Source: an optimization exercise on an open RTL-to-GDS flow (aim: small area, a short achievable clock period and few clock cycles per item). Production flows keep margins and buffers that such runs may drop.
For this run, only the layout was checked, not whether the RTL still works.
Power and IR drop assume default switching activity.

`flow/run.sh`:
```
#!/bin/bash
# Standard layout with the port buffers as plain buf_1 cells and timing repair aimed
# at a setup margin (slack to keep in reserve) of 11.5 ns.
set -euo pipefail
export BUFFER_PORTS_ARGS="-buffer_cell sky130_fd_sc_hd__buf_1"
bash standard.sh SETUP_SLACK_MARGIN=11.5 finish > make_finish.log 2>&1
```
`standard.sh`:
```
#!/bin/bash
# synth_recipe.tcl (not shown) runs the flow's synth.tcl, then flattens the netlist and writes it again
# the make line also repeats each setting of config.mk as NAME=value (left out here)
make -C /OpenROAD-flow-scripts/flow DESIGN_CONFIG=/design/flow/config.mk WORK_HOME=/design/flow/orfs CLKGATE_MAP_FILE= SYNTH_SCRIPT=/design/flow/synth_recipe.tcl "${@:-finish}"
```
`config.mk`:
```
export PLATFORM = sky130hd
export DESIGN_NAME = motion_standby_decider
export DESIGN_NICKNAME = motion_standby_decider
export VERILOG_FILES = /design/flow/design.v
export SDC_FILE = /design/flow/constraint.sdc
export NUM_CORES = 4
export LEC_CHECK = 0
export CAP_MARGIN = 20
export CORE_MARGIN = 2
export CORE_UTILIZATION = 40
export SLEW_MARGIN = 20
```
`constraint.sdc`:
```
create_clock -name core_clock -period 16.0 [get_ports {clock}]
set_input_delay 3.2000 -clock core_clock [delete_from_list [all_inputs] [get_ports {clock}]]
set_output_delay 3.2000 -clock core_clock [all_outputs]
set_load 0.01 [all_outputs]
```
`design.v`:
```
package msd_pkg;
   localparam int CSR_INDEX_BITS = 3;
   localparam int CSR_DATA_BITS  = 32;
   localparam int CFG_TIME_BITS  = 32;
   localparam int THRESH_BITS    = 18;
   typedef enum logic [CSR_INDEX_BITS-1:0] {
      CSR_IDLE_TIMEOUT  = 3'd0,
      CSR_WAKE_GRACE    = 3'd1,
      CSR_LIFT_STABLE   = 3'd2,
      CSR_SET_DOWN_HOLD = 3'd3,
      CSR_STILL_THRESH  = 3'd4
   } csr_index_type;
   typedef enum logic [1:0] {
      KIND_TIME   = 2'd0,
      KIND_SAMPLE = 2'd1,
      KIND_ENTER  = 2'd2,
      KIND_WAKE   = 2'd3
   } kind_type;
   typedef enum logic [1:0] {
      CTX_PLAYING = 2'd0,
      CTX_PAUSED  = 2'd1,
      CTX_MENU    = 2'd2,
      CTX_OTHER   = 2'd3
   } context_type;
   typedef enum logic [1:0] {
      FLAT_NONE = 2'd0,
      FLAT_UP   = 2'd1,
      FLAT_DOWN = 2'd2,
      FLAT_BAD  = 2'd3
   } flat_type;
   typedef enum logic [1:0] {
      VERDICT_NONE  = 2'd0,
      VERDICT_ENTER = 2'd1,
      VERDICT_WAKE  = 2'd2,
      VERDICT_RSVD  = 2'd3
   } verdict_type;
endpackage
module motion_standby_decider #(
   parameter int TIME_BITS  = 32,
   parameter int ACCEL_BITS = 16
) (
   input  logic                                 clock,
   input  logic                                 reset,
   input  logic                                 csr_wr_en,
   input  logic [msd_pkg::CSR_INDEX_BITS-1:0]   csr_index,
   input  logic [msd_pkg::CSR_DATA_BITS-1:0]    csr_wr_data,
   input  logic                                 req_valid,
   output logic                                 req_stall,
   input  logic [1:0]                           req_kind,
   input  logic [TIME_BITS-1:0]                 req_now_ms,
   input  logic [1:0]                           req_screen_context,
   input  logic [1:0]                           req_flat_class,
   input  logic signed [ACCEL_BITS-1:0]         req_accel_x,
   input  logic signed [ACCEL_BITS-1:0]         req_accel_y,
   input  logic signed [ACCEL_BITS-1:0]         req_accel_z,
   output logic                                 rsp_valid,
   input  logic                                 rsp_stall,
   output logic [1:0]                           rsp_verdict,
   output logic                                 rsp_screen_off,
   output logic                                 rsp_standby_now,
   output logic                                 rsp_wake_allowed
);
   localparam int DRIFT_BITS = ACCEL_BITS + 2;
   function automatic logic time_reached(input logic [TIME_BITS-1:0] now,
                                         input logic [TIME_BITS-1:0] since,
                                         input logic [TIME_BITS-1:0] limit);
      logic [TIME_BITS-1:0] x, y, cs, cc;
      logic [TIME_BITS+1:0] w;
      logic                 k;
      x  = since;
      y  = ~now;
      cs = x ^ y ^ limit;
      cc = (x & y) | (x & limit) | (y & limit);
      w  = {2'b00, cs} + {1'b0, cc, 1'b0};
      k  = since > now;
      time_reached = k ? !w[TIME_BITS+1] : !(w[TIME_BITS+1] || w[TIME_BITS]);
   endfunction
   function automatic logic drift_over(input logic [ACCEL_BITS-1:0] ax,
                                       input logic [ACCEL_BITS-1:0] ay,
                                       input logic [ACCEL_BITS-1:0] az,
                                       input logic [ACCEL_BITS-1:0] rx,
                                       input logic [ACCEL_BITS-1:0] ry,
                                       input logic [ACCEL_BITS-1:0] rz,
                                       input logic [msd_pkg::THRESH_BITS-1:0] thr);
      logic [ACCEL_BITS:0]   dx, dy, dz;
      logic [ACCEL_BITS-1:0] mx, my, mz, s1, c1;
      logic [DRIFT_BITS:0]   o1, o2, o3, s2, c2, p;
      logic [DRIFT_BITS+1:0] psum;
      dx = {ax[ACCEL_BITS-1], ax} - {rx[ACCEL_BITS-1], rx};
      dy = {ay[ACCEL_BITS-1], ay} - {ry[ACCEL_BITS-1], ry};
      dz = {az[ACCEL_BITS-1], az} - {rz[ACCEL_BITS-1], rz};
      mx = dx[ACCEL_BITS-1:0] ^ {ACCEL_BITS{!dx[ACCEL_BITS]}};
      my = dy[ACCEL_BITS-1:0] ^ {ACCEL_BITS{!dy[ACCEL_BITS]}};
      mz = dz[ACCEL_BITS-1:0] ^ {ACCEL_BITS{!dz[ACCEL_BITS]}};
      s1 = mx ^ my ^ mz;
      c1 = (mx & my) | (mx & mz) | (my & mz);
      o1 = {3'b000, s1};
      o2 = {2'b00, c1, !dx[ACCEL_BITS]};
      o3 = {1'b0, thr};
      s2 = o1 ^ o2 ^ o3;
      c2 = (o1 & o2) | (o1 & o3) | (o2 & o3);
      psum = {s2, 1'b1} + {c2[DRIFT_BITS-1:0], !dy[ACCEL_BITS], !dz[ACCEL_BITS]};
      p = psum[DRIFT_BITS+1:1];
      drift_over = !(p[DRIFT_BITS] || (p[DRIFT_BITS-1] && p[DRIFT_BITS-2]));
   endfunction
   logic [TIME_BITS-1:0]             idle_timeout_ff, wake_grace_ff, lift_stable_ff, hold_time_ff;
   logic [msd_pkg::THRESH_BITS-1:0]  still_thresh_ff;
   logic [msd_pkg::CSR_DATA_BITS-1:0] csr_data;
   assign csr_data = reset ? '0 : csr_wr_data;
   always_ff @(posedge clock) begin
      if (reset || (csr_wr_en && csr_index == msd_pkg::CSR_IDLE_TIMEOUT))  idle_timeout_ff <= csr_data;
      if (reset || (csr_wr_en && csr_index == msd_pkg::CSR_WAKE_GRACE))    wake_grace_ff   <= csr_data;
      if (reset || (csr_wr_en && csr_index == msd_pkg::CSR_LIFT_STABLE))   lift_stable_ff  <= csr_data;
      if (reset || (csr_wr_en && csr_index == msd_pkg::CSR_SET_DOWN_HOLD)) hold_time_ff    <= csr_data;
      if (reset || (csr_wr_en && csr_index == msd_pkg::CSR_STILL_THRESH))
         still_thresh_ff <= csr_data[msd_pkg::THRESH_BITS-1:0];
   end
   logic                   in_valid_ff;
   logic [1:0]             kind_ff;
   logic [TIME_BITS-1:0]   now_ff;
   logic [1:0]             ctx_ff;
   logic [1:0]             flat_ff;
   logic [ACCEL_BITS-1:0]  ax_ff, ay_ff, az_ff;
   logic                   stall_ff;
   always_ff @(posedge clock) begin
      in_valid_ff <= req_valid && !stall_ff && !reset;
      kind_ff     <= req_kind;
      now_ff      <= req_now_ms;
      ctx_ff      <= req_screen_context;
      flat_ff     <= req_flat_class;
      ax_ff       <= req_accel_x;
      ay_ff       <= req_accel_y;
      az_ff       <= req_accel_z;
   end
   logic                   ev_valid_ff;
   logic [1:0]             ev_kind_ff;
   logic [TIME_BITS-1:0]   ev_now_ff;
   logic [1:0]             ev_ctx_ff;
   logic [1:0]             ev_flat_ff;
   logic [ACCEL_BITS-1:0]  ev_ax_ff, ev_ay_ff, ev_az_ff;
   logic                   ev_drift_ref_ff;    
   logic                   ev_drift_prev_ff;   
   logic [ACCEL_BITS-1:0]  ref_x_ff, ref_y_ff, ref_z_ff;
   always_ff @(posedge clock) begin
      ev_valid_ff      <= in_valid_ff && !reset;
      ev_kind_ff       <= kind_ff;
      ev_now_ff        <= now_ff;
      ev_ctx_ff        <= ctx_ff;
      ev_flat_ff       <= flat_ff;
      ev_ax_ff         <= ax_ff;
      ev_ay_ff         <= ay_ff;
      ev_az_ff         <= az_ff;
      ev_drift_ref_ff  <= drift_over(ax_ff, ay_ff, az_ff, ref_x_ff, ref_y_ff, ref_z_ff, still_thresh_ff);
      ev_drift_prev_ff <= drift_over(ax_ff, ay_ff, az_ff, ev_ax_ff, ev_ay_ff, ev_az_ff, still_thresh_ff);
   end
   logic                   standby_ff;
   logic                   mode_ff;        
   logic                   ctx_seen_ff;
   logic [1:0]             prev_ctx_ff;
   logic [1:0]             hold_face_ff;   
   logic [TIME_BITS-1:0]   ta_ff, tb_ff;
   logic                   restart_ff;     
   logic        is_time, is_sample, is_enter, is_wake;
   logic        is_flat, face_down, reading_ctx, idle_ctx, ctx_new;
   logic        same_face, lift_pend;
   logic        drift_big;
   logic        reach_a, reach_b, grace_zero, idle_on;
   assign is_time   = ev_kind_ff == msd_pkg::KIND_TIME;
   assign is_sample = ev_kind_ff == msd_pkg::KIND_SAMPLE;
   assign is_enter  = ev_kind_ff == msd_pkg::KIND_ENTER;
   assign is_wake   = ev_kind_ff == msd_pkg::KIND_WAKE;
   assign is_flat     = ev_flat_ff[0] ^ ev_flat_ff[1];
   assign face_down   = ev_flat_ff == msd_pkg::FLAT_DOWN;
   assign reading_ctx = !ev_ctx_ff[1];
   assign idle_ctx    = ev_ctx_ff[0] ^ ev_ctx_ff[1];
   assign ctx_new     = !ev_kind_ff[1] && (!ctx_seen_ff || ev_ctx_ff != prev_ctx_ff);
   assign same_face   = ev_flat_ff == hold_face_ff;
   assign lift_pend   = hold_face_ff[0];
   assign drift_big = restart_ff ? ev_drift_prev_ff : ev_drift_ref_ff;
   assign reach_a    = time_reached(ev_now_ff, ta_ff, standby_ff ? wake_grace_ff : idle_timeout_ff);
   assign reach_b    = time_reached(ev_now_ff, tb_ff, standby_ff ? lift_stable_ff : hold_time_ff);
   assign grace_zero = wake_grace_ff == '0;
   assign idle_on    = idle_timeout_ff != '0;
   logic        standby_in, mode_in;
   logic [1:0]  hold_face_in;
   logic        load_ta, load_tb;
   logic [1:0]  verdict_in;
   logic        screen_off_in, wake_ok_in;
   logic        awake, a_sample, a_held, restart, hold_enter, idle_base, idle_fire;
   logic        enter_ext, wake_ext, s_sample, lift_start, wake_v, hold_kept;
   assign awake      = !standby_ff;
   assign a_sample   = awake && is_sample;
   assign a_held     = a_sample && is_flat && reading_ctx && mode_ff;
   assign restart    = a_held && (!same_face || drift_big);
   assign hold_enter = a_held && same_face && !drift_big && reach_b;
   assign idle_base  = awake && !ev_kind_ff[1] && idle_on && idle_ctx && !ctx_new && reach_a;
   assign idle_fire  = idle_base && !hold_enter;
   assign enter_ext  = awake && is_enter;
   assign s_sample   = standby_ff && is_sample && !is_flat && mode_ff;
   assign lift_start = s_sample && !lift_pend;
   assign wake_v     = s_sample && lift_pend && reach_b && reach_a;
   assign wake_ext   = standby_ff && is_wake;
   assign hold_kept  = is_sample ? a_held : (hold_face_ff != 2'b00);
   assign standby_in = standby_ff ? !(wake_v || wake_ext) : (enter_ext || hold_enter || idle_base);
   assign load_ta    = (awake && (ctx_new || enter_ext || hold_enter || idle_base)) || wake_v || wake_ext;
   assign load_tb    = restart || lift_start;
   assign verdict_in = {wake_v, hold_enter || idle_fire};
   assign screen_off_in = hold_enter && face_down;
   assign wake_ok_in = standby_ff ? (wake_v || wake_ext || reach_a)
                                  : (!(enter_ext || hold_enter || idle_base) || grace_zero);
   always_comb begin
      mode_in      = mode_ff;
      hold_face_in = hold_face_ff;
      if (standby_ff) begin
         if (is_sample && is_flat) begin
            mode_in      = 1'b1;                
            hold_face_in = 2'b00;               
         end else if (lift_start) begin
            hold_face_in = 2'b01;               
         end else if (wake_v) begin
            mode_in      = 1'b1;                
            hold_face_in = 2'b00;
         end else if (wake_ext) begin
            mode_in      = 1'b0;                
            hold_face_in = 2'b00;
         end
      end else begin
         if (a_sample && !is_flat) begin
            mode_in = 1'b1;
         end
         if (a_sample && !a_held) begin
            hold_face_in = 2'b00;
         end
         if (restart) begin
            hold_face_in = ev_flat_ff;
         end
         if (hold_enter || enter_ext) begin
            mode_in      = hold_enter;          
            hold_face_in = 2'b00;
         end
         if (idle_fire) begin
            mode_in      = hold_kept;           
            hold_face_in = 2'b00;
         end
      end
   end
   always_ff @(posedge clock) begin
      if (reset) begin
         standby_ff   <= 1'b0;
         mode_ff      <= 1'b1;
         ctx_seen_ff  <= 1'b0;
         hold_face_ff <= 2'b00;
         restart_ff   <= 1'b0;
      end else begin
         restart_ff <= ev_valid_ff && restart;
         if (ev_valid_ff) begin
            standby_ff   <= standby_in;
            mode_ff      <= mode_in;
            hold_face_ff <= hold_face_in;
            if (!ev_kind_ff[1]) begin
               ctx_seen_ff <= 1'b1;
            end
         end
      end
   end
   always_ff @(posedge clock) begin
      if (ev_valid_ff) begin
         if (!ev_kind_ff[1]) prev_ctx_ff <= ev_ctx_ff;
         if (load_ta) ta_ff <= ev_now_ff;
         if (load_tb) tb_ff <= ev_now_ff;
         if (restart) begin
            ref_x_ff <= ev_ax_ff;
            ref_y_ff <= ev_ay_ff;
            ref_z_ff <= ev_az_ff;
         end
      end
   end
   localparam int DEPTH = 4;
   logic [4:0]       res;
   logic [DEPTH-1:0][4:0] q_ff;
   logic [DEPTH-1:0] v_ff;
   logic [DEPTH:0]   s;         
   logic [DEPTH-1:0] v_next;
   logic             pop, push;
   assign res  = {verdict_in, screen_off_in, standby_in, wake_ok_in};
   assign pop  = v_ff[0] && !rsp_stall;
   assign push = ev_valid_ff;
   always_comb begin
      s[DEPTH] = 1'b0;
      for (int i = 0; i < DEPTH; i++) begin
         s[i] = pop ? ((i + 1 < DEPTH) ? v_ff[(i + 1) % DEPTH] : 1'b0) : v_ff[i];
      end
      for (int i = 0; i < DEPTH; i++) begin
         v_next[i] = s[i] || (push && (i == 0 || s[(i + DEPTH - 1) % DEPTH]));
      end
   end
   always_ff @(posedge clock) begin
      if (reset) begin
         v_ff <= '0;
      end else begin
         v_ff <= v_next;
      end
      for (int i = 0; i < DEPTH; i++) begin
         if (!s[i]) begin
            q_ff[i] <= res;
         end else if (pop && i + 1 < DEPTH) begin
            q_ff[i] <= q_ff[(i + 1) % DEPTH];
         end
      end
   end
   logic accept;
   assign accept = req_valid && !stall_ff;
   always_ff @(posedge clock) begin
      if (reset) begin
         stall_ff <= 1'b0;
      end else begin
         stall_ff <= v_next[3] || (v_next[2] && (in_valid_ff || accept))
                     || (v_next[1] && in_valid_ff && accept);
      end
   end
   assign req_stall        = stall_ff;
   assign rsp_valid        = v_ff[0];
   assign rsp_verdict      = q_ff[0][4:3];
   assign rsp_screen_off   = q_ff[0][2];
   assign rsp_standby_now  = q_ff[0][1];
   assign rsp_wake_allowed = q_ff[0][0];
endmodule
```
==> run summary <==
-- layout make-up --
class                           instances  area (µm²)
Tap cell                              864        1080
Timing Repair Buffer                  201        1200
Clock buffer                           65        1390
Inverter                              414        1560
Multi-Input combinational cell       1448       13600
Clock inverter                         32         365
Fill cell                            5926       34400
Sequential cell                       467       12200
-- registers in the layout, summed over array words and instances, names as in the netlist, 18 cells and up --
name and flops:
ev_now_ff 32, hold_time_ff 32, idle_timeout_ff 32, lift_stable_ff 32, now_ff 32, ta_ff 32
tb_ff 32, wake_grace_ff 32, q_ff 20, still_thresh_ff 18
-- through the flow --
stage	cells	utilization, %
final	3491	47.7
after global routing	3491	47.7
after floorplan	2353	-
after detailed placement	3328	42.9
after global placement	3328	42.9
after CTS	3478	47.3
-- worst max path at each step --
stage,startpoint,to,slack [ns],cells past startpoint
2_1_floorplan,az_ff[0]$_DFF_P_,ev_drift_ref_ff$_DFF_P_,10.83,26
3_3_place_gp,az_ff[0]$_DFF_P_,ev_drift_prev_ff$_DFF_P_,9.89,26
3_5_place_dp,az_ff[0]$_DFF_P_,ev_drift_prev_ff$_DFF_P_,9.76,26
4_1_cts,az_ff[0]$_DFF_P_,ev_drift_prev_ff$_DFF_P_,10.56,26
5_1_grt,ev_ax_ff[0]$_DFF_P_,ev_drift_prev_ff$_DFF_P_,10.15,26
6_report,az_ff[0]$_DFF_P_,ev_drift_prev_ff$_DFF_P_,10.52,26
-- power by group --
part / leakage, nW / internal (mW) / switching [mW] / total, mW
registers: 4.26 / 1.35 / 0.0518 / 1.40
logic: 8.24 / 0.560 / 0.665 / 1.23
clock network: 0.827 / 0.704 / 0.509 / 1.21
total: 13.3 / 2.61 / 1.23 / 3.84
-- Yosys cell counts, types with 7 or more instances --
cell type	number	area, µm²
a211oi_1	16	120
a21boi_0	10	75.1
a21o_1	34	255
a21oi_1	104	521
a31oi_1	11	68.8
and3_1	7	43.8
buf_1	7	26.3
clkbuf_1	12	45.0
dfxtp_1	187	3740
edfxtp_1	280	8410
fa_1	130	2600
ha_1	259	3240
inv_1	414	1550
mux2i_1	66	661
nand2_1	106	398
nand2b_1	19	119
nand3_1	33	165
nand4_1	29	181
nor2_1	110	413
nor2b_1	59	369
nor3_1	32	160
nor4_1	22	138
o211ai_1	9	67.6
o21a_1	25	188
o21ai_0	75	375
o21ai_1	10	50.1
or3_1	10	62.6
xnor2_1	122	1070
xor2_1	39	342
-- cell families after synthesis --
logic type	count (synthesis)
muxes	66
AOI/OAI and AO/OA	371
buffers and inverters	443
adders and majority gates	393
xor gates and xnor gates	161
DFF	467
and+or+nand+nor	452
-- worst max-delay path, delay by kind of cell (launching register included) --
| family | cells | cell delay [ns] |
|---|---|---|
| multiplexers | 1 | 0.20 |
| adder cells (fa/ha/maj) | 5 | 1.84 |
| AND/OR/NAND/NOR | 2 | 0.15 |
| XOR/XNOR | 1 | 0.17 |
| buffers and inverters | 3 | 0.18 |
| AO/OA/AOI/OAI | 14 | 2.50 |
| flip-flops | 1 | 0.32 |
-- layer usage --
layer	wire length (µm)	vias to the layer above	track usage (%)
met5	0	-	0
met4	2020	0	5.93
met3	3550	103	3.75
met2	29000	399	30.2
met1	30900	8541	27.4
li1	-	8521	-
-- repair_timing --
item,in CTS,in global routing
resized for setup,131,36
endpoints found under the setup margin,59,46
gates cloned,6,0
setup buffers,47,13
pin swaps,74,32
==> impl_metrics.toml <==
[routing]
vias = 17564
drt-total-wl_mm = 65.5
wl_per_cell_um = 18.8
vias_per_cell = 5.03
drc = 0
drt_iter0_markers = 987
ant_nets = 0
drt_first_pass_iters = 5

[sta]
hold_viol = 0
period_share_pct = 34.3
final_max_slew_viol_count = 0
finalWorstSetupSlack_ns = 10.52
skew_ns = 0.0353
period_needed_ns = 5.48
fin_setup_tns_ns = 0
slew_headroom_pct = 39.2
hold_ws_ns = 0.320
rsz0062_at_grt = "yes"
worst_pin_slew_ns = 0.912
setup_violations = 0
fmax_mhz = 182

[final_layout]
final_common_cell = "inv_1"
nets = 3099
most-common-layout-cells = "inv_1 (403), edfxtp_1 (280), ha_1 (248)"
drive_gt1_share_pct = 12.6
diodes = 0
finalInstanceArea_um2 = 31400
syn_to_final_growth_pct = 18.3

[setup_path]
worstReg2RegEnd = "ev_drift_prev_ff$_DFF_P_"
critPathCaptureType = "register"
regToRegSetupSlack_ns = 10.52
critical_path_required_ns = 16.48
startpoint_type = "register"
rr_startpoint = "az_ff[0]$_DFF_P_"
crit_type = "reg2reg"
ff2ff_path_depth = 26
path_max_fanout = 5
cp_data_arrival_time_ns = 5.97
crit_path_max_incr_delay_ns = 0.54
crit_slowest_cell = "fa_1"

[clock_network]
clockBufferDepth = 3
cts.sinks = 467
cts_hold_buf = 0
clock_latency_ns = 0.63
clkSlewWorstSetupHoldPaths_ns = 0.06
cts_root_buf = "clkbuf_16"
cts_htree_levels = 2
cts_tree = "built"
numCtsBuffers = 52

[floorplan]
die_area_um2 = 68400
rows = 94
die_y_um = 262
chipWidth_um = 262
start_util_pct = 40.4
coreArea_um2 = 65700
ios = 133

[worst_hold_path]
hold_path_startpoint = "now_ff[18]$_DFF_P_"
hp-class = "reg2reg"
whs_endpoint = "ev_now_ff[18]$_DFF_P_"
min_path_cells = 0

[yosys]
syn_area_per_cell_um2 = 11.3
syn_inst = 2353
synth_ff_type = "edfxtp_1"
ys_seq_area_share_pct = 45.8
muxShareOfSynthArea_pct = 2.49
syn_area_um2 = 26500
synth.net_count = 2868
synth_edf_count = 280
yosys_warnings = 1
async_reset_ff_share_pct = 0
synth_fa_ha_area_share_pct = 22.2
synthDistinctLibCells = 86
synth-compound-area-share_pct = 9.35
ys_seq_elements = 467
synth_top_family_by_area = "adder cells"
synth_xor_xnor_area_share_pct = 5.32
synth_simple_gate_area_share_pct = 8.49

[placed_design]
post_dp_cell_area_um2 = 28200
finalWeightedCongestion = 0.871
pre_cts_ws_ns = 9.76
hpwl_mm = 48.3
io_buffers = 132

[power]
total_leakage_power_nw = 13.3
p_per_area_nw_per_um2 = 122
peakVddDrop_mv = 0.0862
power_mw = 3.84

[global_routing]
grt_pass1_vias = 18198
grt_overflow = 0
track_usage_pct = 19.4
grt_pass1_wl_mm = 102
antenna_found_initial = 0
grt_max_degree = 51

[flow_run]
drv_cap = 0

[run_status]
status = "finished clean"

what the ideal ports hide:
In the flow no input, the clock included, has a driving cell. The finished layout below was timed again as built, in two steps. Step 1, drivers: a clkbuf_16 drives clock and a buf_2 each remaining input, both assumed. Step 2 times the ports against the registers' clock, not the clock port: input delays grow and output delays shrink by t, the midpoint of the rising clock arrivals with the driver on. a / b / c = ideal ports / drivers / drivers and shift; a / b = the first two.
t (ns): 0.672
setup slack, ns: 10.516 / 10.516 / 10.516
worst setup path at the end: register to register
slew at the worst register clock pin (ns): 0.06 / 0.06
worst data-port slew with drivers (ns): 0.05
After both steps setup and hold are still met in this run. The setup slack of this run moves by 0.000 ns with the drivers and by 0.000 ns with both steps.
